Background: an optimization exercise with open tools, aiming at small area. Do not read the settings as production practice.
The RTL was checked by simulation tests, not by an equivalence proof against the original design.
Power figures rest on the tool's default switching activity, not on a simulated workload.

## job 838
Design voxel_ray_traversal_top, start of the top module:
module voxel_ray_traversal_top #(
  parameter int MAX_STEPS        = 64,
  parameter int ORIGIN_FRAC_BITS = 8,
  parameter int DIR_FRAC_BITS    = 14
) (
  input  logic               clk_i,
  input  logic               rst_ni,
  input  logic               in_valid_i,
  output logic               in_ready_o,
  input  logic signed [23:0] origin_x_i,
  input  logic signed [23:0] origin_y_i,
  input  logic signed [23:0] origin_z_i,
  input  logic signed [15:0] dir_x_i,
  input  logic signed [15:0] dir_y_i,
  input  logic signed [15:0] dir_z_i,
  input  logic [6:0]         step_count_i,
  output logic               out_valid_o,
  input  logic               out_ready_i,
  output logic signed [15:0] voxel_x_o,
  output logic signed [15:0] voxel_y_o,
  output logic signed [15:0] voxel_z_o,
  output logic [1:0]         normal_axis_o,
  output logic               normal_negative_o,
  output logic [6:0]         step_index_o,
  output logic               last_o
);
  localparam logic [2:0] S_IDLE = 3'd0;   
  localparam logic [2:0] S_DIV  = 3'd1;   
  localparam logic [2:0] S_CMP0 = 3'd2;   
  localparam logic [2:0] S_CMPP = 3'd3;   
  localparam logic [2:0] S_WAIT = 3'd4;   
  localparam logic [2:0] S_PASS = 3'd5;   
  logic [2:0]  st_q, st_d;
  logic [2:0]  w_q;
  logic        ov_q;
  logic [6:0]  k_q, n_q;
  logic [1:0]  ax_q;
  logic [31:0] tm_q [3];
  logic [31:0] td_q [3];
  logic [15:0] vox_q [3];
  logic        neg_q [3];
  logic        sat_q [3];
  logic        cy_q;
  logic        lxy_q, lxz_q, lyz_q, onx_q, ony_q;
  logic [1:0]  dax;
  logic        dtype;
  logic [2:0]  dj, dp;
  logic        dprod, dwr, dfirst, dlast;
  logic [4:0]  di;
  logic [23:0] oo;
  logic [15:0] dd;
  logic        dc, ddpos;
  logic [8:0]  fneg, face;
  logic        nb;
  logic [14:0] rem;
  logic [15:0] trial;
  logic [16:0] diff;
  logic        qbit;
  logic [3:0]  qdig;
  always_comb begin
    dax    = k_q[5:4];
    dtype  = k_q[3];
    dj     = ~k_q[2:0];
    dp     = dj - w_q;
    dprod  = (st_q == S_DIV) && !dp[2];
    dwr    = dprod && (dp[1:0] == 2'd0);
  ...
Size: roughly 1200 cells after synthesis, roughly 280 flip-flops.
clock: 8.0 ns
lec_check: 0
cap_margin: 20
core_margin: 2
core_utilization: 40
slew_margin: 20
standard.sh (not shown) runs the stock make flow with config.mk's settings and CLKGATE_MAP_FILE= SYNTH_SCRIPT=/design/flow/synth_recipe.tcl, a recipe that flattens the netlist after the stock synthesis.
==> flow/flow/run.sh <==
#!/bin/bash
# Layout flow: the standard flow (standard.sh), with two changes after the
# unchanged standard synthesis:
#  - the port buffers are the smallest buffer (buf_1) instead of the default;
#  - clock tree synthesis uses small clock buffers and no dummy loads.
# Each step's full output goes to a log file in this folder (and ORFS keeps its
# own per-step logs under orfs/logs).
set -uo pipefail
bash standard.sh synth > synth.log 2>&1 || exit 1
bash standard.sh \
  "BUFFER_PORTS_ARGS=-buffer_cell sky130_fd_sc_hd__buf_1" \
  "CTS_ARGS=-sink_clustering_enable -repair_clock_nets -dont_use_dummy_load -sink_clustering_size 20 -sink_clustering_max_diameter 50 -buf_list {sky130_fd_sc_hd__clkbuf_8}" \
  finish > layout.log 2>&1 || exit 1
Job 838 | stages: all done | timing, DRC, antenna: all pass
Relative to job 838, the following input files were edited for job 794:
-- flow/flow/run.sh --
<<< job 838, line 11
  "BUFFER_PORTS_ARGS=-buffer_cell sky130_fd_sc_hd__buf_1" \
  "CTS_ARGS=-sink_clustering_enable -repair_clock_nets -dont_use_dummy_load -sink_clustering_size 20 -sink_clustering_max_diameter 50 -buf_list {sky130_fd_sc_hd__clkbuf_8}" \
  finish > layout.log 2>&1 || exit 1
>>> job 794, line 11
  "BUFFER_PORTS_ARGS=-buffer_cell sky130_fd_sc_hd__buf_1" \
  "CTS_ARGS=-sink_clustering_enable -repair_clock_nets -dont_use_dummy_load -sink_clustering_size 16 -sink_clustering_max_diameter 40 -buf_list {sky130_fd_sc_hd__clkbuf_4 sky130_fd_sc_hd__clkbuf_8}" \
  finish > layout.log 2>&1 || exit 1
Compared with job 838, in job 794 average wire length per cell after detail routing decreased about 0.8%; share of cells above drive strength 1 increased 0.35 points; length of routed wiring on met1 decreased 120 µm.
Clock-net power, job 794 and job 838: lower on job 838
Comparing job 794 and job 838, the lower clock-buffer cell count is on job 838.
Compared with job 838, job 794 shows clock group share of total power higher by 1.4 points.
When the final numbers for job 794 and job 838 were put side by side, the final setup skew turned out to be greater in job 838.
Job 794 vs job 838, design area went up by 0.51%.
Compared with job 838, job 794 shows a power share of the sequential group that is 0.9 points lower.
Input-level comparison between job 5671 and job 794:
==> flow/run.sh (new file) <==
#!/bin/bash
# synth_recipe.tcl (not shown) runs the flow's synth.tcl, then flattens the netlist and writes it again
# the make line also repeats each setting of config.mk as NAME=value (left out here)
make -C /OpenROAD-flow-scripts/flow DESIGN_CONFIG=/design/flow/config.mk WORK_HOME=/design/flow/orfs CLKGATE_MAP_FILE= SYNTH_SCRIPT=/design/flow/synth_recipe.tcl finish
removed: flow/flow/run.sh
removed: flow/standard.sh
==> run notes <==
Number of buffers added by the clock tree synthesis step was higher in job 794 than in job 5671. The run with more routed wire is job 5671, not job 794. Taking job 794 as the reference, in job 5671 final critical-path share of the clock period shows an increase of 3.0 points; post-route worst hold slack increased by 40 ps relative to the old numbers. In the metrics for job 5671 and job 794, the one carrying the higher first-iteration DRC count is job 5671. Area added between synthesis and finish on job 5671 is up relative to job 794. What job 794 reported for switching power has to be multiplied by 1.16 to get the figure for job 5671. Across job 5671 and job 794, none had a timing, DRC or antenna violation.

afterwards: timing with drivers on the ports:
In the flow no input, the clock included, has a driving cell. The finished layouts below were timed again as built, in two steps.
Step 1, drivers: a clkbuf_16 drives clk_i and a buf_2 each remaining input, both assumed.
Step 2, shift: input delay + t, output delay - t, t = (earliest + latest rising clock arrival at the registers) / 2. This alone moves slack from input paths to output paths.
Three values: ideal ports, drivers, drivers and shift; two values: the first two.
| run | t, ns | slack for setup (ns) | worst setup path after step 2 |
|---|---|---|---|
| job 838 | 0.579 | 1.561 / 1.586 / 1.007 | input to register |
| job 794 | 0.578 | 1.583 / 1.604 / 1.027 | input to register |
| job 5671 | 0.593 | 1.343 / 1.371 / 0.778 | input to register |
After both steps setup and hold are still met in every run listed. The setup slack of job 5671, which loses most, moves by +0.028 ns with the drivers and by -0.565 ns with both steps.
